Background: an optimization exercise with open tools, aiming at small area. Do not read the settings as production practice. The RTL was checked by simulation tests, not by an equivalence proof against the original design. No activity file was given, so power comes from the tool's default toggle rates.

==> design/flow/design.v <==
package hw_sensor_pkg;
  localparam int LP_NPAIR = 6;
  localparam int LP_NQUAD = 4;
  function automatic logic [31:0] inv_mask(input int npair, input int nquad);
    logic [31:0] m;
    int          ns, k;
    ns = 32 - 2 * npair - 4 * nquad;
    for (int i = 0; i < 32; i++) begin
      if (i < ns) begin
        m[i] = (i % 2) == 1;
      end else if (i < ns + 2 * npair) begin
        k = ns + (i - ns) / 2;
        m[i] = (k % 2) == 0;
      end else begin
        k = ns + npair + (i - ns - 2 * npair) / 4;
        m[i] = (k % 2) == 1;
      end
    end
    inv_mask = m;
  endfunction
  localparam logic [31:0] LP_INV = inv_mask(LP_NPAIR, LP_NQUAD);
endpackage
module hs_inv   (input logic a,           output logic y); assign y = ~a;               endmodule
module hs_nor2  (input logic a, b,        output logic y); assign y = ~(a | b);         endmodule
module hs_nand2 (input logic a, b,        output logic y); assign y = ~(a & b);         endmodule
module hs_or2   (input logic a, b,        output logic y); assign y = a | b;            endmodule
module hs_and2  (input logic a, b,        output logic y); assign y = a & b;            endmodule
module hs_o21ai (input logic a1, a2, b1,  output logic y); assign y = ~((a1 | a2) & b1); endmodule
module hs_or3   (input logic a, b, c,     output logic y); assign y = a | b | c;        endmodule
module hs_nand4 (input logic a, b, c, d,  output logic y); assign y = ~(a & b & c & d); endmodule
module hs_nand3 (input logic a, b, c,     output logic y); assign y = ~(a & b & c);     endmodule
module hs_a222oi (input logic a1, a2, b1, b2, c1, c2, output logic y);
  assign y = ~((a1 & a2) | (b1 & b2) | (c1 & c2));
endmodule
module hs_rd_bit #(
  parameter bit P_INV = 1'b0
) (
  input  logic [31:0] d,
  input  logic [31:0] s,
  input  logic        c,
  input  logic        xn,
  output logic        y
);
  logic [10:0] n;
  logic [2:0]  q;
  logic        w_or;
  for (genvar k = 0; k < 10; k++) begin : g_l
    hs_a222oi u_l (.a1(s[3*k]), .a2(d[3*k]), .b1(s[3*k+1]), .b2(d[3*k+1]),
                   .c1(s[3*k+2]), .c2(d[3*k+2]), .y(n[k]));
  end
  hs_a222oi u_l10 (.a1(s[30]), .a2(d[30]), .b1(s[31]), .b2(d[31]), .c1(c), .c2(c), .y(n[10]));
  hs_nand4 u_q0 (.a(n[0]), .b(n[1]), .c(n[2]),  .d(n[3]), .y(q[0]));
  hs_nand4 u_q1 (.a(n[4]), .b(n[5]), .c(n[6]),  .d(n[7]), .y(q[1]));
  hs_nand3 u_q2 (.a(n[8]), .b(n[9]), .c(n[10]), .y(q[2]));
  hs_or3   u_or (.a(q[0]), .b(q[1]), .c(q[2]), .y(w_or));
  if (!P_INV) begin : g_true
    assign y = w_or;
  end else begin : g_inv
    hs_nand2 u_y (.a(w_or), .b(xn), .y(y));
  end
endmodule
module hs_cap_bit #(
  parameter bit P_X = 1'b1
) (
  input  logic [7:0] d,
  input  logic [7:0] s,
  input  logic       x,
  output logic       y
);
  logic [1:0] n;
  hs_a222oi u_l0 (.a1(s[0]), .a2(d[0]), .b1(s[1]), .b2(d[1]), .c1(s[2]), .c2(d[2]), .y(n[0]));
  hs_a222oi u_l1 (.a1(s[3]), .a2(d[3]), .b1(s[4]), .b2(d[4]), .c1(s[5]), .c2(d[5]), .y(n[1]));
  if (P_X) begin : g_x
    logic w_n2;
    hs_a222oi u_l2 (.a1(s[6]), .a2(d[6]), .b1(s[7]), .b2(d[7]), .c1(x), .c2(x), .y(w_n2));
    hs_nand3  u_y  (.a(n[0]), .b(n[1]), .c(w_n2), .y(y));
  end else begin : g_nox
    logic w_n6, w_n7;
    hs_nand2 u_l6 (.a(s[6]), .b(d[6]), .y(w_n6));
    hs_nand2 u_l7 (.a(s[7]), .b(d[7]), .y(w_n7));
    hs_nand4 u_y  (.a(n[0]), .b(n[1]), .c(w_n6), .d(w_n7), .y(y));
  end
endmodule
module hs_lt #(
  parameter bit P_T0    = 1'b0,
  parameter int P_NPAIR = 4,
  parameter int P_NQUAD = 0
) (
  input  logic [31:0] u,
  input  logic [31:0] v,
  output logic        o
);
  localparam int LP_NS  = 32 - 2 * P_NPAIR - 4 * P_NQUAD;   
  localparam int LP_NST = LP_NS + P_NPAIR + P_NQUAD;        
  logic [31:0]       x, y;
  logic [LP_NST:0]   c;   
  logic [LP_NST-1:0] w_x, w_y;
  for (genvar i = 1; i < 32; i++) begin : g_xy
    hs_nor2  u_x (.a(u[i]), .b(v[i]), .y(x[i]));
    hs_nand2 u_y (.a(u[i]), .b(v[i]), .y(y[i]));
  end
  assign x[0] = 1'b0;
  assign y[0] = 1'b0;
  if (P_T0) begin : g_t0
    hs_or2  u_b0 (.a(u[0]), .b(v[0]), .y(c[1]));
  end else begin : g_n0
    hs_and2 u_b0 (.a(u[0]), .b(v[0]), .y(c[1]));
  end
  assign c[0]   = 1'b0;
  assign w_x[0] = 1'b0;
  assign w_y[0] = 1'b0;
  for (genvar i = 1; i < LP_NS; i++) begin : g_single
    assign w_x[i] = x[i];
    assign w_y[i] = y[i];
  end
  for (genvar k = 0; k < P_NPAIR + 2 * P_NQUAD; k++) begin : g_ab
    localparam int L = LP_NS + 2 * k;
    logic w_a, w_b;
    hs_o21ai u_a (.a1(x[L+1]), .a2(y[L]), .b1(y[L+1]), .y(w_a));
    hs_o21ai u_b (.a1(x[L+1]), .a2(x[L]), .b1(y[L+1]), .y(w_b));
    if (k < P_NPAIR) begin : g_pair
      assign w_x[LP_NS + k] = w_a;
      assign w_y[LP_NS + k] = w_b;
    end
  end
  for (genvar q = 0; q < P_NQUAD; q++) begin : g_quad
    localparam int KL = P_NPAIR + 2 * q;   
    hs_o21ai u_x (.a1(g_ab[KL+1].w_a), .a2(g_ab[KL].w_b), .b1(g_ab[KL+1].w_b),
                  .y(w_x[LP_NS + P_NPAIR + q]));
    hs_o21ai u_y (.a1(g_ab[KL+1].w_a), .a2(g_ab[KL].w_a), .b1(g_ab[KL+1].w_b),
                  .y(w_y[LP_NS + P_NPAIR + q]));
  end
  for (genvar k = 1; k < LP_NST; k++) begin : g_chain
    hs_o21ai u_c (.a1(w_x[k]), .a2(c[k]), .b1(w_y[k]), .y(c[k+1]));
  end
  assign o = c[LP_NST];
endmodule
module hw_sensor_chan (
  input  logic [31:0] i_snap,
  input  logic [31:0] i_hi_st,
  input  logic [31:0] i_lo_st,
  input  logic [31:0] i_min_st,
  input  logic [31:0] i_max_st,
  output logic [31:0] o_snap_n,    
  output logic        o_hi_lt,     
  output logic        o_lo_le,     
  output logic        o_min_le,    
  output logic        o_max_lt     
);
  localparam logic [31:0] LP_INV = hw_sensor_pkg::LP_INV;
  logic [31:0] w_sn, w_w;
  for (genvar i = 0; i < 32; i++) begin : g_inv
    hs_inv u_i (.a(i_snap[i]), .y(w_sn[i]));
    assign w_w[i]       = LP_INV[i] ? i_snap[i] : w_sn[i];
  end
  hs_lt #(.P_T0(1'b0), .P_NPAIR(hw_sensor_pkg::LP_NPAIR),
          .P_NQUAD(hw_sensor_pkg::LP_NQUAD)) u_lo  (.u(w_w),     .v(i_lo_st),  .o(o_lo_le));
  hs_lt #(.P_T0(1'b0), .P_NPAIR(hw_sensor_pkg::LP_NPAIR),
          .P_NQUAD(hw_sensor_pkg::LP_NQUAD)) u_min (.u(w_w),     .v(i_min_st), .o(o_min_le));
  hs_lt #(.P_T0(1'b1), .P_NPAIR(hw_sensor_pkg::LP_NPAIR),
          .P_NQUAD(hw_sensor_pkg::LP_NQUAD)) u_hi  (.u(i_hi_st), .v(w_w),      .o(o_hi_lt));
  hs_lt #(.P_T0(1'b1), .P_NPAIR(hw_sensor_pkg::LP_NPAIR),
          .P_NQUAD(hw_sensor_pkg::LP_NQUAD)) u_max (.u(i_max_st), .v(w_w),     .o(o_max_lt));
  assign o_snap_n = w_sn;
endmodule
module hw_sensor_regbank
#(
  parameter int P_NO_CH            = 8,
  parameter int P_SIGNED           = 0,
  parameter int P_S_AXI_ADDR_WIDTH = 10,
  parameter int P_S_AXI_DATA_WIDTH = 32
) (
  input  logic                          clk,
  input  logic                          reset,
  input  logic                          sample_valid,
  input  logic [P_NO_CH-1:0][31:0]      sensor_info,
  input  logic [P_S_AXI_ADDR_WIDTH-1:0] s_apb_paddr,
  input  logic                          s_apb_pwrite,
  input  logic                          s_apb_psel,
  input  logic                          s_apb_penable,
  input  logic [P_S_AXI_DATA_WIDTH-1:0] s_apb_pwdata,
  output logic [P_S_AXI_DATA_WIDTH-1:0] s_apb_prdata,
  output logic                          s_apb_pready,
  output logic                          s_apb_pslverr,
  output logic                          irq
);
  localparam logic [31:0] LP_INV = hw_sensor_pkg::LP_INV;
  logic [2:0] w_idx;
  logic       w_val, w_hi, w_lo, w_min, w_max, w_blk;
  logic       w_alarm, w_irqen, w_ctrl, w_info;
  logic       w_err, w_wr, w_access;
  assign w_idx   = s_apb_paddr[4:2];
  assign w_val   = s_apb_paddr[9:5] == 5'b00000;
  assign w_hi    = s_apb_paddr[9:5] == 5'b01000;
  assign w_lo    = s_apb_paddr[9:5] == 5'b01100;
  assign w_min   = s_apb_paddr[9:5] == 5'b10100;
  assign w_max   = s_apb_paddr[9:5] == 5'b11000;
  assign w_blk   = s_apb_paddr[9:4] == 6'b100000;
  assign w_alarm = w_blk & (s_apb_paddr[3:2] == 2'd0);
  assign w_irqen = w_blk & (s_apb_paddr[3:2] == 2'd1);
  assign w_ctrl  = w_blk & (s_apb_paddr[3:2] == 2'd2);
  assign w_info  = w_blk & (s_apb_paddr[3:2] == 2'd3);
  assign w_err    = ~(w_val | w_hi | w_lo | w_min | w_max | w_blk) |
                    (s_apb_pwrite & (w_val | w_min | w_max | w_info));
  assign w_access = s_apb_psel & s_apb_penable;
  assign w_wr     = w_access & s_apb_pwrite & ~w_err;
  logic               r_pend;       
  logic               r_snap_vld;   
  logic               r_mm_vld;     
  logic [P_NO_CH-1:0] r_hi_vld, r_lo_vld;
  logic [P_NO_CH-1:0] r_alarm, r_irq_en;
  logic               r_freeze, r_irq;
  logic [31:0]        r_rd_cap;     
  logic               w_sample, w_clr_minmax;
  logic [P_NO_CH-1:0] w_hi_we, w_lo_we, w_alarm_set, w_min_take, w_max_take;
  logic [31:0]        w_wdata_st;
  assign w_sample     = sample_valid & ~r_freeze;
  assign w_clr_minmax = w_wr & w_ctrl & s_apb_pwdata[1];
  assign w_wdata_st   = s_apb_pwdata ^ LP_INV;
  logic [31:0] r_snap [P_NO_CH];
  logic [31:0] r_thi  [P_NO_CH];
  logic [31:0] r_tlo  [P_NO_CH];
  logic [31:0] r_mn   [P_NO_CH];
  logic [31:0] r_mx   [P_NO_CH];
  logic [31:0] w_snap_n  [P_NO_CH];
  logic [31:0] w_snap_st [P_NO_CH];
  for (genvar gi = 0; gi < P_NO_CH; gi++) begin : g_chan
    logic w_hi_lt, w_lo_le, w_min_le, w_max_lt;
    hw_sensor_chan u_chan (
      .i_snap    (r_snap[gi]),
      .i_hi_st   (r_thi[gi]),
      .i_lo_st   (r_tlo[gi]),
      .i_min_st  (r_mn[gi]),
      .i_max_st  (r_mx[gi]),
      .o_snap_n  (w_snap_n[gi]),
      .o_hi_lt   (w_hi_lt),
      .o_lo_le   (w_lo_le),
      .o_min_le  (w_min_le),
      .o_max_lt  (w_max_lt)
    );
    for (genvar b = 0; b < 32; b++) begin : g_st
      assign w_snap_st[gi][b] = LP_INV[b] ? w_snap_n[gi][b] : r_snap[gi][b];
    end
    assign w_hi_we[gi]     = w_wr & w_hi & (w_idx == 3'(gi));
    assign w_lo_we[gi]     = w_wr & w_lo & (w_idx == 3'(gi));
    assign w_min_take[gi]  = r_pend & ~(r_mm_vld & w_min_le);
    assign w_max_take[gi]  = r_pend & (~r_mm_vld | w_max_lt);
    assign w_alarm_set[gi] = r_pend & ((r_hi_vld[gi] & w_hi_lt) | (r_lo_vld[gi] & ~w_lo_le));
    always_ff @(posedge clk) begin
      if (w_sample)        r_snap[gi] <= sensor_info[gi];
      if (w_hi_we[gi])     r_thi[gi]  <= w_wdata_st;
      if (w_lo_we[gi])     r_tlo[gi]  <= w_wdata_st;
      if (w_min_take[gi])  r_mn[gi]   <= w_snap_st[gi];
      if (w_max_take[gi])  r_mx[gi]   <= w_snap_st[gi];
    end
  end
  always_ff @(posedge clk) begin
    if (reset) begin
      r_pend     <= 1'b0;
      r_snap_vld <= 1'b0;
      r_mm_vld   <= 1'b0;
      r_hi_vld   <= '0;
      r_lo_vld   <= '0;
      r_alarm    <= '0;
      r_irq_en   <= '0;
      r_freeze   <= 1'b0;
      r_irq      <= 1'b0;
    end else begin
      r_pend     <= w_sample;
      r_snap_vld <= r_snap_vld | w_sample;
      r_mm_vld   <= ~w_clr_minmax & (r_mm_vld | r_pend);
      r_hi_vld   <= r_hi_vld | w_hi_we;
      r_lo_vld   <= r_lo_vld | w_lo_we;
      r_alarm    <= (r_alarm & ~((w_wr & w_alarm) ? s_apb_pwdata[P_NO_CH-1:0] : '0)) | w_alarm_set;
      if (w_wr & w_irqen) r_irq_en <= s_apb_pwdata[P_NO_CH-1:0];
      if (w_wr & w_ctrl)  r_freeze <= s_apb_pwdata[0];
      r_irq      <= |(r_alarm & r_irq_en);
    end
  end
  logic [P_NO_CH-1:0] w_sel_val;
  logic [31:0]        w_rd_cap;
  for (genvar gi = 0; gi < P_NO_CH; gi++) begin : g_sel_val
    assign w_sel_val[gi] = w_val & r_snap_vld & (w_idx == 3'(gi));
  end
  for (genvar b = 0; b < 32; b++) begin : g_cap
    logic [P_NO_CH-1:0] w_d;
    for (genvar gi = 0; gi < P_NO_CH; gi++) begin : g_d
      assign w_d[gi] = r_snap[gi][b];
    end
    if (b < P_NO_CH) begin : g_al
      hs_cap_bit #(.P_X(1'b1)) u_cap (
        .d(w_d), .s(w_sel_val), .x(w_alarm & r_alarm[b]), .y(w_rd_cap[b])
      );
    end else begin : g_no
      hs_cap_bit #(.P_X(1'b0)) u_cap (
        .d(w_d), .s(w_sel_val), .x(w_alarm), .y(w_rd_cap[b])
      );
    end
  end
  always_ff @(posedge clk) r_rd_cap <= w_rd_cap;
  logic [31:0] w_sel, w_rd_now, w_extra;
  logic        w_ones, w_nosel;
  for (genvar gi = 0; gi < P_NO_CH; gi++) begin : g_sel
    assign w_sel[gi]      = w_hi  & r_hi_vld[gi] & (w_idx == 3'(gi));
    assign w_sel[8 + gi]  = w_lo  & r_lo_vld[gi] & (w_idx == 3'(gi));
    assign w_sel[16 + gi] = w_min & r_mm_vld     & (w_idx == 3'(gi));
    assign w_sel[24 + gi] = w_max & r_mm_vld     & (w_idx == 3'(gi));
  end
  assign w_nosel = ~|w_sel;
  assign w_ones  = (w_hi & ~r_hi_vld[w_idx]) | (w_min & ~r_mm_vld);
  always_comb begin
    w_extra = r_rd_cap | {32{w_ones}};
    if (w_irqen) w_extra = w_extra | 32'(r_irq_en);
    if (w_ctrl)  w_extra = w_extra | 32'(r_freeze);
    if (w_info)  w_extra = w_extra | 32'(P_NO_CH);
  end
  for (genvar b = 0; b < 32; b++) begin : g_rd
    logic [31:0] w_d;
    for (genvar gi = 0; gi < P_NO_CH; gi++) begin : g_d
      assign w_d[gi]      = r_thi[gi][b];
      assign w_d[8 + gi]  = r_tlo[gi][b];
      assign w_d[16 + gi] = r_mn[gi][b];
      assign w_d[24 + gi] = r_mx[gi][b];
    end
    if (LP_INV[b]) begin : g_inv
      hs_rd_bit #(.P_INV(1'b1)) u_rd (
        .d(w_d), .s(w_sel), .c(w_nosel), .xn(~w_extra[b]), .y(w_rd_now[b])
      );
    end else begin : g_true
      hs_rd_bit #(.P_INV(1'b0)) u_rd (
        .d(w_d), .s(w_sel), .c(w_extra[b]), .xn(w_extra[b]), .y(w_rd_now[b])
      );
    end
  end
  assign s_apb_prdata  = w_rd_now;
  assign s_apb_pready  = w_access;
  assign s_apb_pslverr = w_err;
  assign irq           = r_irq;
endmodule
==> design/flow/flow/run.sh <==
#!/bin/bash
# The standard layout (standard.sh, unchanged synthesis), with two
# placement/CTS arguments changed:
#  - input and output ports are buffered with buf_1 cells
#  - CTS uses clkbuf_4 in clusters of up to 8 sinks within 40 um, and
#    inserts no dummy loads
# make's full output goes to make.log here; ORFS keeps each step's log under
# orfs/logs as usual.
set -euo pipefail
bash standard.sh \
  "BUFFER_PORTS_ARGS=-buffer_cell sky130_fd_sc_hd__buf_1" \
  "CTS_ARGS=-sink_clustering_enable -repair_clock_nets -dont_use_dummy_load -buf_list sky130_fd_sc_hd__clkbuf_4 -sink_clustering_size 8 -sink_clustering_max_diameter 40" \
  finish > make.log 2>&1
==> design/flow/standard.sh <==
#!/bin/bash
# synth_recipe.tcl (not shown) runs the flow's synth.tcl, then flattens the netlist and writes it again
# the make line also repeats each setting of config.mk as NAME=value (left out here)
make -C /OpenROAD-flow-scripts/flow DESIGN_CONFIG=/design/flow/config.mk WORK_HOME=/design/flow/orfs CLKGATE_MAP_FILE= SYNTH_SCRIPT=/design/flow/synth_recipe.tcl "${@:-finish}"
==> design/flow/config.mk <==
export PLATFORM = sky130hd
export DESIGN_NAME = hw_sensor_regbank
export DESIGN_NICKNAME = hw_sensor_regbank
export VERILOG_FILES = /design/flow/design.v
export SDC_FILE = /design/flow/constraint.sdc
export NUM_CORES = 4
export LEC_CHECK = 0
export CAP_MARGIN = 0
export CORE_MARGIN = 2
export CORE_UTILIZATION = 55
export PLACE_DENSITY = 0.65
export SETUP_SLACK_MARGIN = 0.3
export SLEW_MARGIN = 0
export SYNTH_HIERARCHICAL = 1
export SYNTH_MINIMUM_KEEP_SIZE = 0
==> design/flow/constraint.sdc <==
create_clock -name core_clock -period 6.0 [get_ports {clk}]
set_input_delay 1.2000 -clock core_clock [delete_from_list [all_inputs] [get_ports {clk}]]
set_output_delay 1.2000 -clock core_clock [all_outputs]
set_load 0.01 [all_outputs]
==> results of run 1 <==
## synthesized netlist by cell type, types with 27 or more instances
library cell  number  area, µm²
a21oi_1           34        170
a222oi_1         424       4240
and2_1            27        169
dfxtp_1           69       1380
edfxtp_1        1280      38400
inv_1            294       1100
nand2_1         1082       4060
nand3_1           52        260
nand4_1           93        582
nor2_1          1066       4000
o21ai_1         1568       7850
or2_1             28        175
or3_1             35        219
## metal layers
layer	vias up	track usage	wire length, µm
met4	8	0.277	20100
met2	4584	0.618	107000
met5	-	0	45
li1	24900	-	-
met3	897	0.145	44100
met1	26900	0.564	89600
## kinds of logic after synthesis
| logic type | Yosys count |
|---|---|
| AND/OR/NAND/NOR | 2435 |
| multiplexers | 7 |
| flip-flops | 1349 |
| buffers and inverters | 319 |
| AO/OA/AOI/OAI | 2087 |
## worst max path at each step
stage	end	slack (ns)	cells after the start
3_5_place_dp	s_apb_prdata[29]	0.41	11
3_3_place_gp	s_apb_prdata[28]	0.43	11
4_1_cts	s_apb_prdata[29]	0.41	11
6_report	r_mx[4][12]$_DFFE_PP_	0.18	18
5_1_grt	s_apb_prdata[1]	0.34	11
2_1_floorplan	r_snap[0][0]$_DFFE_PP_	0.52	1
## sequential cells by signal (all words and copies together), names as in the netlist
name,count
r_snap,256
r_irq,1
r_alarm,8
r_hi_vld,8
r_pend,1
r_mm_vld,1
r_rd_cap,32
r_mx,256
r_lo_vld,8
r_mn,256
r_irq_en,8
r_snap_vld,1
r_freeze,1
r_thi,256
r_tlo,256
## power groups by stage
stage	clock, µW	sequential [µW]	combinational, µW
2_1_floorplan	0	11200	1160
3_3_place_gp	0	11500	1960
3_5_place_dp	0	11500	2030
4_1_cts	4740	11300	2040
5_1_grt	5060	11300	2270
6_report	4690	11300	2130
## critical path, stage by stage, from the launching register on
cell,delay (ns)
edfxtp_1,0.44
inv_1,0.17
or2_1,0.18
o21ai_1,0.09
o21ai_1,0.35
o21ai_1,0.14
o21ai_1,0.30
o21ai_1,0.21
o21ai_1,0.53
o21ai_1,0.17
o21ai_1,0.27
o21ai_1,0.24
o21ai_1,0.55
o21ai_1,0.38
o21ai_1,0.76
o21ai_1,0.15
inv_1,0.13
a21boi_4,0.10
buf_12,0.25
## through the flow
stage	utilization	setup slack (ns)
CTS	0.613	0.409
global placement	0.599	0.433
detailed placement	0.599	0.414
global route	0.614	0.335
floorplan	-	0.519
finish	0.614	0.177
## Yosys stat by module (local to each module, per instance), excerpt
module / cell area [µm²] / cells / copies in the design
hs_and2: 6.26 / 1 / 16
hs_nand2: 3.75 / 1 / 1056
hs_nand3: 5.00 / 1 / 40
hs_nand4: 6.26 / 1 / 88
hs_nor2: 3.75 / 1 / 992
hs_o21ai: 5.00 / 1 / 1568
hs_or2: 6.26 / 1 / 16
hs_or3: 6.26 / 1 / 32
hw_sensor_regbank: 41700 / 1709 / 1
## cells in the final DEF (no fill, tap or decap), types with 16 or more instances in the layout
| cell | count |
|---|---|
| o21ai_0 | 25 |
| inv_1 | 294 |
| nand4_1 | 93 |
| buf_1 | 334 |
| dfxtp_1 | 68 |
| nand2_1 | 1082 |
| or2_1 | 28 |
| clkbuf_4 | 209 |
| nor2_4 | 40 |
| a21boi_4 | 16 |
| and3_2 | 16 |
| a21oi_1 | 34 |
| edfxtp_1 | 1280 |
| o21ai_1 | 1568 |
| or3_1 | 35 |
| nor2_1 | 1026 |
| nand3_1 | 52 |
| and2_1 | 27 |
| buf_4 | 132 |
| buf_12 | 22 |
| a222oi_1 | 424 |
## what timing repair did
item / CTS / global route
hold buffers: 7 / 0
hold endpoints to repair: 7 / 0
gates resized for setup: 0 / 3
endpoints found under the setup margin: 0 / 2
## cell type report
class                   instances  area share
inverters                     294      0.0157
repair buffers                497      0.0394
clock buffers                 209      0.0223
multi-input cells            4529       0.329
flip-flops and latches       1349       0.567
well taps                    1512      0.0269
diodes                          8    0.000285
==> flow_summary.json, run 1 <==
{
  "p_leak_uw": 0.0246,
  "syn2layout_area_growth_pct": 10.5,
  "hold_start": "sensor_info[250]",
  "r2r_slack_ns": 0.18,
  "min_path_type": "in2reg",
  "synth_nets": 6501,
  "cp-end-kind": "flop",
  "slew_headroom": 0.148,
  "p_total_uw": 18100,
  "swShare": 0.286,
  "final-seq-area_um2": 39800,
  "fin_nets": 7184,
  "routedWlPerCell_um": 31.1,
  "synth_top_family_by_area": "compound AO/OA/AOI/OAI gates",
  "gp_congestion": 0.988,
  "viasPerCell": 6.83,
  "p_sw_uw": 5190,
  "gr-total-overflow": 0,
  "r2r_start": "r_snap[4][0]$_DFFE_PP_",
  "syn_area_per_cell_um2": 10.3,
  "fin_crit_sh": 0.970,
  "min_period_ns": 5.82,
  "p_int_uw": 12900,
  "nFillCells": 9486,
  "synth_edf_count": 1280,
  "wl_um": 261000,
  "clockPowerShare": 0.259,
  "grt_max_degree": 111,
  "gr-usage-all-layers": 0.432,
  "synth_simple_gate_area_frac": 0.154,
  "crit_start": "r_snap[4][0]$_DFFE_PP_",
  "worstSetupPathType": "reg2reg",
  "final_cells": 8398,
  "clock_path_buffers": 3,
  "finalSetupViolations": 0,
  "cap_violations": 0,
  "holdPathStages": 1,
  "pwr_density_cell_nw_per_um2": 258,
  "rsz0062_at_grt": "false",
  "tns_ns": 0,
  "synth_fa_ha_area_frac": 0,
  "synth_compound_area_frac": 0.199,
  "grt_pass1_vias": 51600,
  "timing.hold.ws_ns": 0.0772,
  "slew_violations": 0,
  "ys_warn_count": 20,
  "synthXorXnorAreaFrac": 0,
  "root_buffer": "clkbuf_4",
  "drt-initial-drc-count": 11300,
  "async_flop_share": 0,
  "die_area_um2": 118000,
  "antenna_found_initial": 7,
  "place_hpwl_um": 191000,
  "num_rows": 124,
  "muxShareOfSynthArea": 0.00130,
  "h-tree-depth": 4,
  "die_h_um": 344,
  "clkTransAtPathRegs_ns": 0.09,
  "drc_errors": 0,
  "core_um2": 115000,
  "worstPathMaxFanout": 28,
  "dr.pass1.iters": 13,
  "rr_worst_depth": 18,
  "p_comb_frac": 0.118,
  "place_inst": 8174,
  "die_w_um": 344,
  "ir_drop_mv": 0.208,
  "ys_seq_elements": 1349,
  "multi_input_area_um2": 23100,
  "ys_types": 48,
  "outcome": "finished clean",
  "ant_nets": 0,
  "cts_setup_buffers": 0,
  "cts_inserted_buffers": 209,
  "fmax_ghz": 0.172,
  "syn_inst": 6197,
  "startpoint_type": "flop",
  "min_to": "r_snap[7][26]$_DFFE_PP_",
  "cts_tree": "done",
  "ys.flop_type": "edfxtp_1",
  "final_hold_viol_count": 0,
  "drive_gt1_frac": 0.0648,
  "final.setup_skew_ns": 0.0707,
  "cp.required_ns": 6.95,
  "cts_sinks": 1349,
  "syn_area_um2": 63600,
  "route.vias.total": 57300,
  "r2r-end": "r_mx[4][12]$_DFFE_PP_",
  "cp_data_arrival_time_ns": 6.77,
  "place_area_um2": 68600,
  "port_buffers": 336,
  "tightest_slew_ns": 1.28,
  "postLayoutCellArea_um2": 70300,
  "io_pins": 339,
  "clk_latency_ns": 1.28,
  "pwr-share-seq": 0.623,
  "grt_pass1_wl_um": 355000,
  "ys_seq_area_frac": 0.626,
  "start_util": 0.555
}
==> run 2, diff against run 1 <==
--- a/design/flow/config.mk
+++ b/design/flow/config.mk
@@ -9,4 +9,4 @@
 export CORE_MARGIN = 2
-export CORE_UTILIZATION = 55
-export PLACE_DENSITY = 0.65
+export CORE_UTILIZATION = 65
+export PLACE_DENSITY = 0.75
 export SETUP_SLACK_MARGIN = 0.3
==> run 2 against run 1 <==
Against the previous run:
- still clean on timing, DRC and antenna
- flip-flop and latch count stayed put
- worst setup slack worse by 0.12 ns
- power is 0.56% lower
- sequential power hardly changed
- combinational power about the same
- register-to-register slack lost 0.12 ns
- fmax down 2.0%
- wire length shrank 4.5%
- synthesized cell count is the same
- clock power is 2% lower
- final cell count shrank 3.3%
- critical path type unchanged
- largest cell class unchanged
==> flow_summary.json, run 2 <==
{
  "grt_max_degree": 159,
  "critPathBufInv": 3,
  "ant_nets": 0,
  "crit_top_cell": "o21ai_1",
  "grt_pass1_vias": 53000,
  "place_area_um2": 68000,
  "fmax_ghz": 0.168,
  "ys_top_cells_by_count": "o21ai_1 (1568), edfxtp_1 (1280), nand2_1 (1082)",
  "clkTransAtPathRegs_ns": 0.08,
  "slew_headroom": 0.0838,
  "crit_start": "r_snap[4][0]$_DFFE_PP_",
  "die_h_um": 317,
  "cp-end-kind": "flop",
  "clk_latency_ns": 1.26,
  "worstSetupPathType": "reg2reg",
  "min_path_type": "in2reg",
  "start_util": 0.657,
  "routedWlPerCell_um": 30.7,
  "startpoint_type": "flop",
  "min_period_ns": 5.94,
  "synth_top_area_share": 0.604,
  "synth_most_common_cell": "o21ai_1",
  "rsz0062_at_grt": "false",
  "postLayoutCellArea_um2": 69600,
  "cts_inserted_buffers": 204,
  "ys.flop_type": "edfxtp_1",
  "die_w_um": 317,
  "wl_um": 249000,
  "tightest_slew_ns": 1.37,
  "root_buffer": "clkbuf_4",
  "slew_violations": 0,
  "dr.pass1.iters": 13,
  "ys_seq_area_frac": 0.626,
  "route.vias.total": 58700,
  "clock_path_buffers": 3,
  "rr_worst_depth": 18,
  "viasPerCell": 7.23,
  "antenna_found_initial": 13,
  "finalSetupViolations": 0,
  "synth_top_cell_by_area": "edfxtp_1",
  "r2r_start": "r_snap[4][0]$_DFFE_PP_",
  "gr-total-overflow": 0,
  "ys_seq_elements": 1349,
  "final_common_cell": "o21ai_1",
  "p_leak_uw": 0.0244,
  "fin_nets": 7140,
  "worstPathMaxFanout": 18,
  "synth_edf_count": 1280,
  "ys_warn_count": 20,
  "syn_area_um2": 63600,
  "worstPathCellList": "inv_1, or2_1, o21ai_1, o21ai_1, o21ai_1, o21ai_1, o21ai_1, o21ai_1, o21ai_1, o21ai_1, o21ai_1, o21ai_1, o21ai_2, o21ai_1, o21ai_1, inv_1, a21boi_4, buf_4",
  "r2r-end": "r_mx[4][16]$_DFFE_PP_",
  "grt_pass1_wl_um": 344000,
  "syn2layout_area_growth_pct": 9.46,
  "gr-usage-all-layers": 0.487,
  "die_area_um2": 100000,
  "drive_gt1_frac": 0.0604,
  "final-seq-area_um2": 39800,
  "drc_errors": 0,
  "cap_violations": 0,
  "ctsHoldBuffers": 0,
  "async_flop_share": 0,
  "max_stage_delay_ns": 0.55,
  "syn_area_per_cell_um2": 10.3,
  "final_hold_viol_count": 0,
  "synth_nets": 6501,
  "place_hpwl_um": 181000,
  "cp_data_arrival_time_ns": 6.75,
  "syn_inst": 6197,
  "tns_ns": 0,
  "fin_crit_sh": 0.990,
  "multi_input_area_um2": 23100,
  "crit_end": "r_mx[4][16]$_DFFE_PP_",
  "io_pins": 339,
  "outcome": "finished clean",
  "drt-initial-drc-count": 13500,
  "port_buffers": 336,
  "cts_sinks": 1349,
  "cp_num_cells": 18,
  "nFillCells": 7024,
  "core_um2": 96900,
  "num_rows": 114,
  "cts_tree": "done",
  "path_delay_family": "compound AO/OA/AOI/OAI gates",
  "pwr_density_cell_nw_per_um2": 259,
  "final_cell_mix": "o21ai_1 (1565), edfxtp_1 (1280), nand2_1 (1082), nor2_1 (1026), a222oi_1 (424)",
  "gp_congestion": 1.03,
  "h-tree-depth": 4,
  "cp.required_ns": 6.80,
  "r2r_slack_ns": 0.06,
  "cpMaxStageDelayCell": "o21ai_1",
  "ir_drop_mv": 0.231,
  "final.setup_skew_ns": 0.105,
  "ys_types": 48,
  "synth_area_leaders": "edfxtp_1 (60%), o21ai_1 (12%), a222oi_1 (6.7%), nand2_1 (6.4%), nor2_1 (6.3%)"
}
==> run 2: cell counts after synthesis <==
Identical to the previous run, type by type.
==> run 2: kinds of logic (layout without fill, tap and decap cells) <==
logic type | after synthesis | count (layout) | share of synthesized area
flops | 1349 | 1349 | 0.626
simple gates | 2435 | 2436 | 0.154
mux | 7 | 7 | 0.00130
other cells | 0 | 11 | 0
buf+inv | 319 | 955 | 0.0193
compound gates | 2087 | 2087 | 0.199
==> run 2: how the worst min path moves through the flow <==
stage,from,to,cells after the start
final,sensor_info[239],r_snap[7][15]$_DFFE_PP_,1
after global routing,sensor_info[174],r_snap[5][14]$_DFFE_PP_,1
after CTS,sensor_info[239],r_snap[7][15]$_DFFE_PP_,1
after detailed placement,r_lo_vld[1]$_SDFF_PP0_,r_lo_vld[1]$_SDFF_PP0_,2
after global placement,r_snap_vld$_SDFF_PP0_,r_snap_vld$_SDFF_PP0_,2
after floorplan,r_snap_vld$_SDFF_PP0_,r_snap_vld$_SDFF_PP0_,2
==> run 2: report_power, final <==
part	internal [µW]	switching [µW]	total, µW
logic	590	1520	2110
clock network	1550	3060	4610
registers	10700	555	11300
total	12900	5130	18000
==> run 2: layer usage <==
layer	wire, µm	vias up	track usage	part of all wire
li1	-	24800	-	-
met1	78200	27000	0.628	0.31
met2	100000	5785	0.671	0.40
met3	50200	1143	0.201	0.20
met4	21000	14	0.335	0.084
met5	97	-	0	0.00039
==> run 2: timing repair <==
| action | 4_1_cts | 5_1_grt |
|---|---|---|
| hold endpoints to repair | 0 | 0 |
| resized for setup | 1 | 7 |
| setup endpoints to repair | 32 | 72 |
| pin swaps | 0 | 3 |
| setup buffers | 0 | 2 |
| gates cloned | 0 | 1 |
==> run 2: per-module statistics from Yosys (local to each module, per instance), a selection <==
module / times used / flops+latches
hw_sensor_regbank: 1 / 1349
hs_a222oi: 424 / 0
hs_and2: 16 / 0
hs_nand4: 88 / 0
hs_or2: 16 / 0
hs_or3: 32 / 0
hs_nand3: 40 / 0
hs_o21ai: 1568 / 0
hs_inv: 256 / 0
hs_nand2: 1056 / 0
hs_nor2: 992 / 0
==> run 2: layout make-up <==
| class | count | area share |
|---|---|---|
| Antenna cell | 11 | 0.000395 |
| Clock buffer | 204 | 0.0220 |
| Inverter | 294 | 0.0159 |
| Multi-Input combinational cell | 4530 | 0.332 |
| Sequential cell | 1349 | 0.572 |
| Tap cell | 1276 | 0.0229 |
| Timing Repair Buffer | 457 | 0.0348 |
==> run 2: per-stage QoR <==
| stage | setup slack (ns) | cells | utilization | hold WS [ns] | power (µW) |
|---|---|---|---|---|---|
| 6_report | 0.0570 | 8121 | 0.719 | 0.110 | 18000 |
| 2_1_floorplan | 0.519 | 6197 | - | 0.440 | 12400 |
| 3_5_place_dp | 0.383 | 7903 | 0.702 | 0.470 | 13400 |
| 5_1_grt | 0.288 | 8120 | 0.719 | 0.0486 | 18500 |
| 4_1_cts | 0.375 | 8107 | 0.718 | 0.0599 | 17800 |
| 3_3_place_gp | 0.465 | 7903 | 0.702 | 0.463 | 13300 |
==> run 3, diff against run 2 <==
--- a/design/flow/config.mk
+++ b/design/flow/config.mk
@@ -11,3 +11,3 @@
 export PLACE_DENSITY = 0.75
-export SETUP_SLACK_MARGIN = 0.3
+export SETUP_SLACK_MARGIN = 0.5
 export SLEW_MARGIN = 0
==> run 3 against run 2 <==
Against the previous run:
- area after synthesis did not move
- flip-flop and latch count unchanged
- synthesized cell count did not move
- via count about the same
- critical endpoint unchanged
==> flow_summary.json, run 3 <==
{
  "outcome": "finished clean",
  "route.vias.total": 58700,
  "h-tree-depth": 4,
  "ant_nets": 0,
  "grt_max_degree": 159,
  "pwr_density_cell_nw_per_um2": 258,
  "rr_worst_depth": 18,
  "grt_pass1_vias": 53000,
  "drc_errors": 0,
  "startpoint_type": "flop",
  "viasPerCell": 7.21,
  "nFillCells": 6999,
  "cts_sinks": 1349,
  "die_area_um2": 100000,
  "clockPowerShare": 0.256,
  "root_buffer": "clkbuf_4",
  "ys_types": 48,
  "p_sw_uw": 5140,
  "drt-initial-drc-count": 13500,
  "tightest_slew_ns": 1.35,
  "die_w_um": 317,
  "cap_violations": 0,
  "worstSetupPathType": "reg2reg",
  "pwr-share-seq": 0.627,
  "clock_path_buffers": 3,
  "fmax_ghz": 0.177,
  "syn_inst": 6197,
  "cp.required_ns": 6.79,
  "synth_area_leaders": "edfxtp_1 (60%), o21ai_1 (12%), a222oi_1 (6.7%), nand2_1 (6.4%), nor2_1 (6.3%)",
  "syn_area_um2": 63600,
  "num_rows": 114,
  "drive_gt1_frac": 0.0646,
  "port_buffers": 336,
  "start_util": 0.657,
  "wl_um": 250000,
  "dr.pass1.iters": 17,
  "clkTransAtPathRegs_ns": 0.09,
  "slew_violations": 0,
  "gp_congestion": 1.03,
  "async_flop_share": 0,
  "final_common_cell": "o21ai_1",
  "p_int_uw": 12900,
  "synth_most_common_cell": "o21ai_1",
  "ys_seq_elements": 1349,
  "routedWlPerCell_um": 30.7,
  "core_um2": 96900,
  "p_leak_uw": 0.0245,
  "place_hpwl_um": 181000,
  "synth_nets": 6501,
  "swShare": 0.285,
  "ys.flop_type": "edfxtp_1",
  "setup_slack_ns": 0.351,
  "die_h_um": 317,
  "antenna_found_initial": 16,
  "min_period_ns": 5.65,
  "ctsHoldBuffers": 0,
  "ys_top_cells_by_count": "o21ai_1 (1568), edfxtp_1 (1280), nand2_1 (1082)",
  "grt_pass1_wl_um": 345000,
  "fin_nets": 7159,
  "syn_area_per_cell_um2": 10.3,
  "syn2layout_area_growth_pct": 9.82,
  "ir_drop_mv": 0.225,
  "clk_latency_ns": 1.24,
  "fin_crit_sh": 0.942,
  "final_util": 0.721,
  "cp-end-kind": "flop",
  "cts_inserted_buffers": 204,
  "crit_start": "r_snap[4][0]$_DFFE_PP_",
  "min_path_type": "in2reg",
  "slew_headroom": 0.100,
  "cp_data_arrival_time_ns": 6.44,
  "r2r-end": "r_mx[4][16]$_DFFE_PP_",
  "ys_warn_count": 20,
  "synth_top_area_share": 0.604,
  "p_comb_frac": 0.117,
  "r2r_slack_ns": 0.35,
  "crit_end": "r_mx[4][16]$_DFFE_PP_",
  "tns_ns": 0,
  "cts_tree": "done",
  "rsz0062_at_grt": "false",
  "io_pins": 339,
  "synth_edf_count": 1280,
  "gr-total-overflow": 0,
  "r2r_start": "r_snap[4][0]$_DFFE_PP_",
  "post-place-ws_ns": 0.383,
  "finalSetupViolations": 0,
  "synth_top_cell_by_area": "edfxtp_1",
  "gr-usage-all-layers": 0.488,
  "worstPathMaxFanout": 18,
  "final_cell_mix": "o21ai_1 (1562), edfxtp_1 (1280), nand2_1 (1082), nor2_1 (1026), a222oi_1 (424)",
  "ys_seq_area_frac": 0.626,
  "final_hold_viol_count": 0,
  "final.setup_skew_ns": 0.120
}
## run 3: cell counts after synthesis
No cell type changed its count.
## run 3: power by group through the flow
stage / registers (µW) / logic, µW / clock network [µW]
floorplan: 11200 / 1160 / 0
global placement: 11500 / 1880 / 0
detailed placement: 11500 / 1960 / 0
CTS: 11300 / 1970 / 4580
global route: 11300 / 2230 / 4960
finish: 11300 / 2120 / 4610
## run 3: how the worst min path moves through the flow
stage	startpoint	to	slack [ns]	cells after the start
after global placement	r_snap_vld$_SDFF_PP0_	r_snap_vld$_SDFF_PP0_	0.46	2
after floorplan	r_snap_vld$_SDFF_PP0_	r_snap_vld$_SDFF_PP0_	0.44	2
final	sensor_info[239]	r_snap[7][15]$_DFFE_PP_	0.12	1
after CTS	sensor_info[239]	r_snap[7][15]$_DFFE_PP_	0.06	1
after global routing	sensor_info[174]	r_snap[5][14]$_DFFE_PP_	0.06	1
after detailed placement	r_lo_vld[1]$_SDFF_PP0_	r_lo_vld[1]$_SDFF_PP0_	0.47	2
## run 3: per-stage QoR
step	total power [µW]	cell area, µm²	hold WS [ns]	cells
after global routing	18500	69800	0.0619	8137
after CTS	17800	69600	0.0599	8112
after global placement	13300	68000	0.463	7903
after detailed placement	13400	68000	0.470	7903
after floorplan	12400	63600	0.440	6197
final	18000	69800	0.117	8140
## run 3: cells by family (layout without fill, tap and decap cells)
kind of cell,Yosys count,after routing,share of synthesized area
DFF,1349,1349,0.626
muxes,7,7,0.00130
and+or+nand+nor,2435,2436,0.154
AOI/OAI and AO/OA,2087,2087,0.199
other,0,11,0
buffers and inverters,319,974,0.0193
## run 3: final cells by class
cell class,instances,area (µm²),share of cell area
timing repair buffer,476,2590,0.0371
inverter,294,1100,0.0158
sequential,1349,39800,0.570
multi-input combinational,4530,23200,0.332
clock buffer,204,1530,0.0219
antenna,11,27.5,0.000394
tap,1276,1600,0.0229
## run 3: routing by layer
metal,GRT usage,up-vias,part of all wire
met5,0,-,0.00055
met4,0.340,20,0.084
met3,0.199,1142,0.20
met2,0.673,5734,0.40
li1,-,24800,-
met1,0.629,26900,0.32
## run 3: worst max-delay path, cell delays in order (launching register included)
cell	delay, ns
edfxtp_1	0.43
inv_1	0.14
or2_1	0.27
o21ai_2	0.27
o21ai_1	0.11
o21ai_1	0.33
o21ai_1	0.18
o21ai_1	0.32
o21ai_1	0.27
o21ai_1	0.22
o21ai_1	0.15
o21ai_1	0.44
o21ai_1	0.33
o21ai_2	0.52
o21ai_1	0.33
o21ai_1	0.20
inv_1	0.09
a21boi_4	0.15
buf_4	0.41
## run 3: timing repair
item	in CTS	in global routing
gates resized for setup	5	22
buffers inserted	4	17
setup endpoints to repair	32	149
pin swaps	4	8
hold endpoints to repair	0	0
gates cloned	1	0
## run 3: Yosys stat by module (local to each module, per instance), a selection
| module | flops+latches | area, µm² |
|---|---|---|
| hs_a222oi | 0 | 10.0 |
| hs_and2 | 0 | 6.26 |
| hs_inv | 0 | 3.75 |
| hs_nand2 | 0 | 3.75 |
| hs_nand3 | 0 | 5.00 |
| hs_nand4 | 0 | 6.26 |
| hs_nor2 | 0 | 3.75 |
| hs_o21ai | 0 | 5.00 |
| hs_or2 | 0 | 6.26 |
| hs_or3 | 0 | 6.26 |
| hw_sensor_regbank | 1349 | 41700 |
==> run 4, diff against run 3 <==
--- a/design/flow/config.mk
+++ b/design/flow/config.mk
@@ -9,5 +9,5 @@
 export CORE_MARGIN = 2
-export CORE_UTILIZATION = 65
-export PLACE_DENSITY = 0.75
-export SETUP_SLACK_MARGIN = 0.5
+export CORE_UTILIZATION = 60
+export PLACE_DENSITY = 0.7
+export SETUP_SLACK_MARGIN = 0.45
 export SLEW_MARGIN = 0
==> run 4 against run 3 <==
Against the previous run:
- sequential share of layout area is essentially flat
- clock skew grew 0.0015 ns
- via count shrank 1.5%
- die area grew 8.2%
- combinational power is essentially flat
- register-to-register slack is essentially flat
- flip-flop and latch count is the same
- clock-buffer cell count grew 5
- largest power group unchanged
- critical path depth shrank 1
- largest cell class unchanged
==> flow_summary.json, run 4 <==
{
  "finalSetupViolations": 0,
  "final.setup_skew_ns": 0.121,
  "cp-end-kind": "flop",
  "cap_violations": 0,
  "clock_path_buffers": 3,
  "async_flop_share": 0,
  "start_util": 0.604,
  "holdPathStages": 1,
  "fmax_ghz": 0.177,
  "post-place-ws_ns": 0.387,
  "tns_ns": 0,
  "cp_num_cells": 17,
  "rsz0062_at_grt": "true",
  "p_leak_uw": 0.0245,
  "multi_input_area_um2": 23100,
  "routedWlPerCell_um": 30.6,
  "slew_headroom": 0.122,
  "path_delay_family": "compound AO/OA/AOI/OAI gates",
  "port_buffers": 336,
  "setup_slack_ns": 0.349,
  "antenna_found_initial": 10,
  "synth_area_leaders": "edfxtp_1 (60%), o21ai_1 (12%), a222oi_1 (6.7%), nand2_1 (6.4%), nor2_1 (6.3%)",
  "place_hpwl_um": 183000,
  "ys_seq_elements": 1349,
  "ys_seq_area_frac": 0.626,
  "syn_inst": 6197,
  "min_path_type": "in2reg",
  "final_cell_mix": "o21ai_1 (1564), edfxtp_1 (1280), nand2_1 (1082), nor2_1 (1026), a222oi_1 (424)",
  "ys.flop_type": "edfxtp_1",
  "wl_um": 253000,
  "ctsHoldBuffers": 0,
  "ys_types": 48,
  "cp_data_arrival_time_ns": 6.45,
  "cpMaxStageDelayCell": "o21ai_2",
  "final_util": 0.664,
  "gp_congestion": 1.02,
  "synth_edf_count": 1280,
  "ant_nets": 0,
  "worstPathMaxFanout": 28,
  "dr.pass1.iters": 14,
  "root_buffer": "clkbuf_4",
  "drt-initial-drc-count": 12200,
  "grt_pass1_wl_um": 350000,
  "fin_nets": 7162,
  "ys_warn_count": 20,
  "syn2layout_area_growth_pct": 9.87,
  "final_cells": 8257,
  "place_inst": 8031,
  "grt_max_degree": 164,
  "gr-total-overflow": 0,
  "cts_inserted_buffers": 209,
  "ys_top_cells_by_count": "o21ai_1 (1568), edfxtp_1 (1280), nand2_1 (1082)",
  "cts_tree": "done",
  "clkTransAtPathRegs_ns": 0.08,
  "route.vias.total": 57800,
  "crit_top_cell": "o21ai_1",
  "outcome": "finished clean",
  "max_stage_delay_ns": 0.51,
  "fin_crit_sh": 0.942,
  "timing.hold.ws_ns": 0.144,
  "tightest_slew_ns": 1.31,
  "final_hold_viol_count": 0,
  "syn_area_um2": 63600,
  "synth_top_area_share": 0.604,
  "ir_drop_mv": 0.209,
  "core_um2": 105000,
  "syn_area_per_cell_um2": 10.3,
  "startpoint_type": "flop",
  "synth_top_cell_by_area": "edfxtp_1",
  "rr_worst_depth": 17,
  "worstSetupPathType": "reg2reg",
  "gr-usage-all-layers": 0.459,
  "die_area_um2": 109000,
  "clk_latency_ns": 1.23,
  "die_w_um": 330,
  "slew_violations": 0,
  "critPathBufInv": 2,
  "pwr_density_cell_nw_per_um2": 258,
  "worstPathCellList": "inv_1, and2_1, o21ai_1, o21ai_1, o21ai_1, o21ai_1, o21ai_1, o21ai_1, o21ai_1, o21ai_1, o21ai_1, o21ai_1, o21ai_1, o21ai_2, o21ai_1, a21boi_4, buf_12",
  "synth_most_common_cell": "o21ai_1",
  "drc_errors": 0,
  "drive_gt1_frac": 0.0639,
  "nFillCells": 8276,
  "cts_sinks": 1349,
  "final-seq-area_um2": 39800,
  "final_common_cell": "o21ai_1",
  "min_period_ns": 5.65,
  "num_rows": 119,
  "h-tree-depth": 4,
  "die_h_um": 330,
  "io_pins": 339,
  "cp.required_ns": 6.80,
  "grt_pass1_vias": 52300,
  "synth_nets": 6501,
  "viasPerCell": 7.00
}
run 4: worst paths after layout:
check | startpoint | endpoint | slack [ns]
setup / recovery | r_snap[3][0]$_DFFE_PP_ | r_mn[3][10]$_DFFE_PP_ | 0.35
hold reg to reg | r_lo_vld[5]$_SDFF_PP0_ | r_lo_vld[5]$_SDFF_PP0_ | 0.50
hold / removal | sensor_info[70] | r_snap[2][6]$_DFFE_PP_ | 0.14
setup reg to reg | r_snap[3][0]$_DFFE_PP_ | r_mn[3][10]$_DFFE_PP_ | 0.35
run 4: cell type report:
type                    count  area share
diodes                     10    0.000358
flip-flops and latches   1349       0.570
clock buffers             209      0.0225
repair buffers            473      0.0355
well taps                1391      0.0249
multi-input cells        4531       0.331
inverters                 294      0.0158
run 4: repair_timing:
item | 4_1_cts | 5_1_grt
endpoints found under the setup margin | 32 | 125
gates resized for setup | 3 | 9
cloned | 2 | 0
buffers inserted | 3 | 2
pin swaps | 3 | 5
run 4: layer usage:
| layer | wire length (µm) | vias up | GRT usage | share of wire |
|---|---|---|---|---|
| met5 | 82 | - | 0 | 0.00032 |
| met2 | 103000 | 4909 | 0.655 | 0.41 |
| met1 | 83800 | 27100 | 0.604 | 0.33 |
| met3 | 46300 | 917 | 0.163 | 0.18 |
| li1 | - | 24900 | - | - |
| met4 | 19400 | 12 | 0.278 | 0.077 |
run 4: power by group:
part           internal, µW  switching (µW)
clock network          1580            3080
logic                   595            1510
registers             10700             550
run 4: per-module statistics from Yosys (local to each module, per instance), excerpt:
module / area (µm²) / cells / copies in the design
hw_sensor_regbank: 41700 / 1709 / 1
hs_a222oi: 10.0 / 1 / 424
hs_or2: 6.26 / 1 / 16
hs_or3: 6.26 / 1 / 32
hs_nand4: 6.26 / 1 / 88
hs_nand3: 5.00 / 1 / 40
hs_o21ai: 5.00 / 1 / 1568
hs_inv: 3.75 / 1 / 256
hs_nand2: 3.75 / 1 / 1056
run 4: kinds of logic after synthesis:
logic type,after synthesis,synth area share
multiplexers,7,0.00130
buffers and inverters,319,0.0193
AO/OA/AOI/OAI,2087,0.199
AND/OR/NAND/NOR,2435,0.154
flip-flops,1349,0.626
run 4: metrics by stage:
step	instance area, µm²	power (µW)
floorplan	63600	12400
global placement	68200	13400
detailed placement	68200	13500
global route	69900	18600
CTS	69800	17900
finish	69900	18000
==> run 5, diff against run 4 <==
==> design/flow/flow/run.sh (replaced) <==
#!/bin/bash
# The standard layout (standard.sh, unchanged synthesis), with two
# placement/CTS arguments changed:
#  - input and output ports are buffered with buf_1 cells
#  - CTS uses clkbuf_4 in clusters of up to 9 sinks within 40 um, and
#    inserts no dummy loads
# make's full output goes to make.log here; ORFS keeps each step's log under
# orfs/logs as usual.
set -euo pipefail
bash standard.sh \
  "BUFFER_PORTS_ARGS=-buffer_cell sky130_fd_sc_hd__buf_1" \
  "CTS_ARGS=-sink_clustering_enable -repair_clock_nets -dont_use_dummy_load -buf_list sky130_fd_sc_hd__clkbuf_4 -sink_clustering_size 9 -sink_clustering_max_diameter 40" \
  finish > make.log 2>&1
==> run 5 against run 4 <==
Against the previous run:
- still clean on timing, DRC and antenna
- non-clock buffer count rose by 6
- design area is essentially flat
- worst hold slack gained 0.012 ns
- synthesized cell count did not move
- clock skew shrank 0.014 ns
- area after synthesis did not move
- largest cell class unchanged
==> flow_summary.json, run 5 <==
{
  "synth_top_cell_by_area": "edfxtp_1",
  "grt_use_met2": 0.652,
  "ys_warn_count": 20,
  "syn_inst": 6197,
  "critPathBufInv": 2,
  "syn2layout_area_growth_pct": 9.80,
  "multi_input_area_um2": 23100,
  "start_util": 0.604,
  "wl_um": 253000,
  "swShare": 0.284,
  "synth_top_area_share": 0.604,
  "synth_edf_count": 1280,
  "min_period_ns": 5.78,
  "met3_usage": 0.167,
  "final_hold_viol_count": 0,
  "final_common_cell": "o21ai_1",
  "io_pins": 339,
  "clk_latency_ns": 1.22,
  "timing.hold.ws_ns": 0.156,
  "outcome": "finished clean",
  "setup_slack_ns": 0.215,
  "clock_path_buffers": 3,
  "ys_seq_area_frac": 0.626,
  "syn_area_per_cell_um2": 10.3,
  "ys.flop_type": "edfxtp_1",
  "p_comb_frac": 0.118,
  "tightest_slew_ns": 1.33,
  "routedWlPerCell_um": 30.7,
  "root_buffer": "clkbuf_4",
  "clockPowerShare": 0.251,
  "max_stage_delay_ns": 0.73,
  "num_rows": 119,
  "startpoint_type": "flop",
  "cts_sinks": 1349,
  "p_leak_uw": 0.0244,
  "cpMaxStageDelayCell": "o21ai_1",
  "ys_top_cells_by_count": "o21ai_1 (1568), edfxtp_1 (1280), nand2_1 (1082)",
  "pwr-share-seq": 0.630,
  "place_hpwl_um": 183000,
  "drt-initial-drc-count": 12300,
  "port_buffers": 336,
  "min_path_type": "in2reg",
  "cap_violations": 0,
  "cp.required_ns": 6.81,
  "drive_gt1_frac": 0.0625,
  "cp-end-kind": "flop",
  "final.setup_skew_ns": 0.107,
  "gr-total-overflow": 0,
  "grt_pass1_vias": 52300,
  "path_delay_family": "compound AO/OA/AOI/OAI gates",
  "use_met1": 0.600,
  "ant_nets": 0,
  "core_um2": 105000,
  "fmax_ghz": 0.173,
  "die_area_um2": 109000,
  "synth_area_leaders": "edfxtp_1 (60%), o21ai_1 (12%), a222oi_1 (6.7%), nand2_1 (6.4%), nor2_1 (6.3%)",
  "final_cell_mix": "o21ai_1 (1565), edfxtp_1 (1280), nand2_1 (1082), nor2_1 (1026), a222oi_1 (424)",
  "h-tree-depth": 4,
  "synth_nets": 6501,
  "ys_types": 48,
  "ir_drop_mv": 0.210,
  "worstSetupPathType": "reg2reg",
  "final-seq-area_um2": 39800,
  "antenna_found_initial": 11,
  "slew_violations": 0,
  "finalSetupViolations": 0,
  "ys_seq_elements": 1349,
  "final_util": 0.663,
  "cts_inserted_buffers": 194,
  "die_w_um": 330,
  "gp_congestion": 1.02,
  "crit_top_cell": "o21ai_1",
  "viasPerCell": 6.99,
  "grt_max_degree": 164,
  "rsz0062_at_grt": "false",
  "syn_area_um2": 63600,
  "worstPathMaxFanout": 28,
  "dr.pass1.iters": 11,
  "top_usage_layer": "met2",
  "pwr_density_cell_nw_per_um2": 256,
  "p_sw_uw": 5090,
  "final_cells": 8252,
  "post-place-ws_ns": 0.387,
  "ctsHoldBuffers": 0,
  "cp_data_arrival_time_ns": 6.60,
  "fin_crit_sh": 0.964,
  "async_flop_share": 0,
  "drc_errors": 0,
  "grt_pass1_wl_um": 350000,
  "route.vias.total": 57700,
  "gr-usage-all-layers": 0.459,
  "clkTransAtPathRegs_ns": 0.10,
  "tns_ns": 0,
  "nFillCells": 8255,
  "cts_tree": "done",
  "p_int_uw": 12800,
  "worstPathCellList": "inv_1, and2_1, o21ai_1, o21ai_1, o21ai_1, o21ai_1, o21ai_1, o21ai_1, o21ai_1, o21ai_1, o21ai_1, o21ai_1, o21ai_1, o21ai_1, o21ai_1, a21boi_4, buf_12",
  "place_inst": 8031,
  "die_h_um": 330,
  "synth_most_common_cell": "o21ai_1",
  "fin_nets": 7153,
  "slew_headroom": 0.112
}
==> run 5: final cells by class <==
cell class	count	area share
timing repair buffer	479	0.0364
sequential	1349	0.570
clock buffer	194	0.0209
multi-input combinational	4531	0.331
tap	1391	0.0249
antenna	14	0.000502
inverter	294	0.0158
==> run 5: power by group through the flow <==
stage	registers, µW	logic (µW)	clock network [µW]
after floorplan	11200	1160	0
after global placement	11500	1900	0
after detailed placement	11500	1980	0
after CTS	11300	2000	4520
after global routing	11300	2250	4850
final	11300	2120	4490
==> run 5: worst reg2reg max path, cell delays in order, from the launching register on <==
cell and delay [ns]:
edfxtp_1 0.47, inv_1 0.18, and2_1 0.16, o21ai_1 0.13, o21ai_1 0.32, o21ai_1 0.16
o21ai_1 0.33, o21ai_1 0.23, o21ai_1 0.44, o21ai_1 0.14, o21ai_1 0.40, o21ai_1 0.22
o21ai_1 0.29, o21ai_1 0.31, o21ai_1 0.73, o21ai_1 0.24, a21boi_4 0.31, buf_12 0.35
==> run 5: repair_timing <==
action                     CTS  global route
setup buffers                5             6
resized for setup            2            11
setup endpoints to repair   32            81
cloned                       2             0
pin swaps                    3             3
==> run 5: path summary, 6_finish.rpt <==
kind	depth (start not counted)	slack (ns)	end	start
worst min register to register	2	0.49	r_lo_vld[5]$_SDFF_PP0_	r_lo_vld[5]$_SDFF_PP0_
worst max-delay path	17	0.22	r_mn[3][13]$_DFFE_PP_	r_snap[3][0]$_DFFE_PP_
worst max register to register	17	0.22	r_mn[3][13]$_DFFE_PP_	r_snap[3][0]$_DFFE_PP_
worst min-delay path	1	0.16	r_snap[5][7]$_DFFE_PP_	sensor_info[167]
==> run 5: cells by family after synthesis <==
kind of cell | synth area share
buffers and inverters | 0.0193
muxes | 0.00130
DFF | 0.626
AOI/OAI and AO/OA | 0.199
and+or+nand+nor | 0.154
==> run 5: modules after synthesis, one instance, submodules excluded, a selection <==
module             cells  copies in the design
hs_inv                 1                   256
hs_nand2               1                  1056
hs_nand3               1                    40
hs_or3                 1                    32
hs_or2                 1                    16
hs_o21ai               1                  1568
hs_and2                1                    16
hw_sensor_regbank   1709                     1
hs_nand4               1                    88
hs_a222oi              1                   424
hs_nor2                1                   992
==> run 5: metal layers <==
| metal | up-vias | wire [µm] |
|---|---|---|
| met5 | - | 63 |
| met4 | 10 | 19000 |
| met3 | 880 | 46100 |
| met2 | 5021 | 104000 |
| met1 | 27000 | 84200 |
| li1 | 24800 | - |
==> run 5: metrics by stage <==
| stage | cell area (µm²) | power [µW] |
|---|---|---|
| 2_1_floorplan | 63600 | 12400 |
| 3_3_place_gp | 68200 | 13400 |
| 3_5_place_dp | 68200 | 13500 |
| 4_1_cts | 69700 | 17800 |
| 5_1_grt | 69800 | 18400 |
| 6_report | 69800 | 17900 |
==> run 6, diff against run 5 <==
--- a/design/flow/design.v
+++ b/design/flow/design.v
@@ -29,2 +29,3 @@
 module hs_or3   (input logic a, b, c,     output logic y); assign y = a | b | c;        endmodule
+module hs_or4   (input logic a, b, c, d,  output logic y); assign y = a | b | c | d;    endmodule
 module hs_nand4 (input logic a, b, c, d,  output logic y); assign y = ~(a & b & c & d); endmodule
@@ -39,9 +40,10 @@
   input  logic [31:0] s,
-  input  logic        c,
+  input  logic        x,
   input  logic        xn,
+  input  logic        nosel,
   output logic        y
 );
-  logic [10:0] n;
-  logic [2:0]  q;
-  logic        w_or;
+  logic [9:0] n;
+  logic [1:0] m;
+  logic [2:0] q;
   for (genvar k = 0; k < 10; k++) begin : g_l
@@ -50,11 +52,13 @@
   end
-  hs_a222oi u_l10 (.a1(s[30]), .a2(d[30]), .b1(s[31]), .b2(d[31]), .c1(c), .c2(c), .y(n[10]));
-  hs_nand4 u_q0 (.a(n[0]), .b(n[1]), .c(n[2]),  .d(n[3]), .y(q[0]));
-  hs_nand4 u_q1 (.a(n[4]), .b(n[5]), .c(n[6]),  .d(n[7]), .y(q[1]));
-  hs_nand3 u_q2 (.a(n[8]), .b(n[9]), .c(n[10]), .y(q[2]));
-  hs_or3   u_or (.a(q[0]), .b(q[1]), .c(q[2]), .y(w_or));
+  hs_nand2 u_m0 (.a(s[30]), .b(d[30]), .y(m[0]));
+  hs_nand2 u_m1 (.a(s[31]), .b(d[31]), .y(m[1]));
+  hs_nand4 u_q0 (.a(n[0]), .b(n[1]), .c(n[2]), .d(n[3]), .y(q[0]));
+  hs_nand4 u_q1 (.a(n[4]), .b(n[5]), .c(n[6]), .d(n[7]), .y(q[1]));
+  hs_nand4 u_q2 (.a(n[8]), .b(n[9]), .c(m[0]), .d(m[1]), .y(q[2]));
   if (!P_INV) begin : g_true
-    assign y = w_or;
+    hs_or4 u_y (.a(q[0]), .b(q[1]), .c(q[2]), .d(x), .y(y));
   end else begin : g_inv
-    hs_nand2 u_y (.a(w_or), .b(xn), .y(y));
+    logic w_or;
+    hs_or3   u_or (.a(q[0]), .b(q[1]), .c(q[2]), .y(w_or));
+    hs_o21ai u_y  (.a1(w_or), .a2(nosel), .b1(xn), .y(y));
   end
@@ -309,3 +313,7 @@
   assign w_nosel = ~|w_sel;
-  assign w_ones  = (w_hi & ~r_hi_vld[w_idx]) | (w_min & ~r_mm_vld);
+  always_comb begin
+    w_ones = w_min & ~r_mm_vld;
+    for (int i = 0; i < P_NO_CH; i++)
+      if (w_hi & ~r_hi_vld[i] & (w_idx == 3'(i))) w_ones = 1'b1;
+  end
   always_comb begin
@@ -324,11 +332,5 @@
     end
-    if (LP_INV[b]) begin : g_inv
-      hs_rd_bit #(.P_INV(1'b1)) u_rd (
-        .d(w_d), .s(w_sel), .c(w_nosel), .xn(~w_extra[b]), .y(w_rd_now[b])
-      );
-    end else begin : g_true
-      hs_rd_bit #(.P_INV(1'b0)) u_rd (
-        .d(w_d), .s(w_sel), .c(w_extra[b]), .xn(w_extra[b]), .y(w_rd_now[b])
-      );
-    end
+    hs_rd_bit #(.P_INV(LP_INV[b])) u_rd (
+      .d(w_d), .s(w_sel), .x(w_extra[b]), .xn(~w_extra[b]), .nosel(w_nosel), .y(w_rd_now[b])
+    );
   end
==> design/flow/flow/run.sh (replaced) <==
#!/bin/bash
# The standard layout (standard.sh, unchanged synthesis), with two
# placement/CTS arguments changed:
#  - input and output ports are buffered with buf_1 cells
#  - CTS uses clkbuf_4 in clusters of up to 8 sinks within 40 um, and
#    inserts no dummy loads
# make's full output goes to make.log here; ORFS keeps each step's log under
# orfs/logs as usual.
set -euo pipefail
bash standard.sh \
  "BUFFER_PORTS_ARGS=-buffer_cell sky130_fd_sc_hd__buf_1" \
  "CTS_ARGS=-sink_clustering_enable -repair_clock_nets -dont_use_dummy_load -buf_list sky130_fd_sc_hd__clkbuf_4 -sink_clustering_size 8 -sink_clustering_max_diameter 40" \
  finish > make.log 2>&1
--- a/design/flow/config.mk
+++ b/design/flow/config.mk
@@ -9,5 +9,5 @@
 export CORE_MARGIN = 2
-export CORE_UTILIZATION = 60
-export PLACE_DENSITY = 0.7
-export SETUP_SLACK_MARGIN = 0.45
+export CORE_UTILIZATION = 55
+export PLACE_DENSITY = 0.65
+export SETUP_SLACK_MARGIN = 0.3
 export SLEW_MARGIN = 0
==> run 6 against run 5 <==
Against the previous run:
- still clean on timing, DRC and antenna
- via count shrank 0.41%
- sequential power barely moved
- clock skew shrank 0.0011 ns
- design area is 1.5% higher
- global-route usage is 3.2 points lower
- die area up 9.2%
- highest routed layer unchanged
==> flow_summary.json, run 6 <==
{
  "outcome": "finished clean",
  "drt-initial-drc-count": 11900,
  "final_util": 0.619,
  "min_period_ns": 5.77,
  "cts_inserted_buffers": 212,
  "rsz0062_at_grt": "false",
  "fin_crit_sh": 0.962,
  "die_area_um2": 119000,
  "h-tree-depth": 4,
  "viasPerCell": 6.79,
  "route.vias.total": 57400,
  "p_leak_uw": 0.0250,
  "cts_tree": "done",
  "syn_area_per_cell_um2": 10.2,
  "syn_area_um2": 63700,
  "gp_congestion": 0.988,
  "finalSetupViolations": 0,
  "antenna_found_initial": 13,
  "place_hpwl_um": 188000,
  "cap_violations": 0,
  "die_h_um": 344,
  "worstSetupPathType": "reg2reg",
  "gr-total-overflow": 0,
  "ys_warn_count": 20,
  "cp.required_ns": 6.88,
  "post-place-ws_ns": 0.452,
  "clock_path_buffers": 3,
  "syn_inst": 6229,
  "worstPathMaxFanout": 15,
  "final_hold_viol_count": 0,
  "dr.pass1.iters": 13,
  "routedWlPerCell_um": 30.5,
  "die_w_um": 344,
  "final.setup_skew_ns": 0.106,
  "cts_sinks": 1349,
  "drc_errors": 0,
  "slew_violations": 0,
  "slew_headroom": 0.0197,
  "tightest_slew_ns": 1.47,
  "min_path_type": "in2reg",
  "grt_pass1_wl_um": 353000,
  "core_um2": 115000,
  "clk_latency_ns": 1.30,
  "tns_ns": 0,
  "gr-usage-all-layers": 0.427,
  "p_total_uw": 18200,
  "cp_data_arrival_time_ns": 6.65,
  "cp-end-kind": "flop",
  "port_buffers": 336,
  "startpoint_type": "flop",
  "grt_max_degree": 116,
  "clkTransAtPathRegs_ns": 0.09,
  "ant_nets": 0,
  "nFillCells": 9436,
  "pwr_density_cell_nw_per_um2": 256,
  "drive_gt1_frac": 0.0646,
  "wl_um": 259000,
  "start_util": 0.556,
  "final_cell_mix": "o21ai_1 (1584), edfxtp_1 (1280), nand2_1 (1136), nor2_1 (1031), a222oi_1 (392)",
  "fmax_ghz": 0.173,
  "root_buffer": "clkbuf_4",
  "final_common_cell": "o21ai_1",
  "io_pins": 339,
  "num_rows": 124,
  "grt_pass1_vias": 51600,
  "fin_nets": 7242,
  "syn2layout_area_growth_pct": 11.3,
  "timing.hold.ws_ns": 0.0789,
  "setup_slack_ns": 0.230,
  "ir_drop_mv": 0.197,
  "synth_nets": 6533
}
run 6: worst max-delay path, cell delays in order, from the launching register on:
cell,delay [ns]
edfxtp_1,0.44
inv_1,0.12
or2_1,0.24
o21ai_1,0.25
o21ai_1,0.20
o21ai_1,0.20
o21ai_1,0.18
o21ai_1,0.39
o21ai_1,0.23
o21ai_1,0.21
o21ai_1,0.17
o21ai_1,0.30
o21ai_1,0.28
o21ai_1,0.52
o21ai_1,0.30
o21ai_1,0.19
inv_1,0.08
a21boi_4,0.58
buf_4,0.45
run 6: per-stage QoR:
step	std cells	area, µm²
floorplan	6229	63700
global placement	8191	68800
detailed placement	8191	68800
CTS	8448	70900
global route	8458	70900
finish	8466	70900
run 6: area by class of cell:
class | count | area (µm²) | area share
diodes | 18 | 45.0 | 0.000635
multi-input cells | 4558 | 23200 | 0.327
flip-flops and latches | 1349 | 39800 | 0.561
inverters | 289 | 1080 | 0.0153
clock buffers | 212 | 1590 | 0.0224
repair buffers | 528 | 3270 | 0.0461
well taps | 1512 | 1890 | 0.0267
run 6: what timing repair did:
| action | 4_1_cts | 5_1_grt |
|---|---|---|
| setup endpoints to repair | 0 | 7 |
| buffers inserted | 0 | 0 |
| hold endpoints to repair | 45 | 0 |
| hold buffers | 45 | 0 |
| gates resized for setup | 0 | 1 |
run 6: power by group:
part           internal (µW)  total [µW]  switching, µW
Sequential             10700       11300            551
Combinational            617        2160           1550
Clock                   1600        4720           3110
Total                  13000       18200           5210
run 6: worst paths after layout:
check / start / endpoint / slack (ns) / cells after the start
worst max-delay path: r_snap[0][0]$_DFFE_PP_ / r_mx[0][18]$_DFFE_PP_ / 0.23 / 18
worst min-delay path: sensor_info[89] / r_snap[2][25]$_DFFE_PP_ / 0.08 / 1
worst max register to register: r_snap[0][0]$_DFFE_PP_ / r_mx[0][18]$_DFFE_PP_ / 0.23 / 18
worst min register to register: r_alarm[4]$_SDFF_PP0_ / r_alarm[4]$_SDFF_PP0_ / 0.49 / 2
run 6: metal layers:
| layer | global-route usage | vias up | part of all wire |
|---|---|---|---|
| li1 | - | 25000 | - |
| met1 | 0.572 | 26900 | 0.35 |
| met2 | 0.600 | 4693 | 0.41 |
| met3 | 0.130 | 849 | 0.17 |
| met4 | 0.287 | 16 | 0.077 |
| met5 | 0 | - | 0.00038 |

afterwards: timing with drivers on the ports:
How much do the figures lean on ideal ports? The routed layouts below were timed once more, with nothing changed but the port constraints. Step 1 sets driving cells, clkbuf_16 on the clock port and buf_2 on the other inputs (assumed; they add their load-dependent delay and slew). Step 2, shift: input delay + t, output delay - t, t = (earliest + latest rising clock arrival at the registers) / 2. This alone moves slack from input paths to output paths. Slacks: no drivers / after step 1 / after step 2; pairs: no drivers / after step 1.
run | t, ns | setup WS [ns]
run 1 | 1.324 | 0.177 / 0.177 / 0.177
run 2 | 1.272 | 0.057 / 0.057 / 0.057
run 3 | 1.259 | 0.351 / 0.351 / 0.351
run 4 | 1.244 | 0.349 / 0.305 / 0.349
run 5 | 1.244 | 0.215 / 0.215 / 0.215
run 6 | 1.323 | 0.230 / 0.168 / 0.168
After both steps every run listed still meets setup and hold.
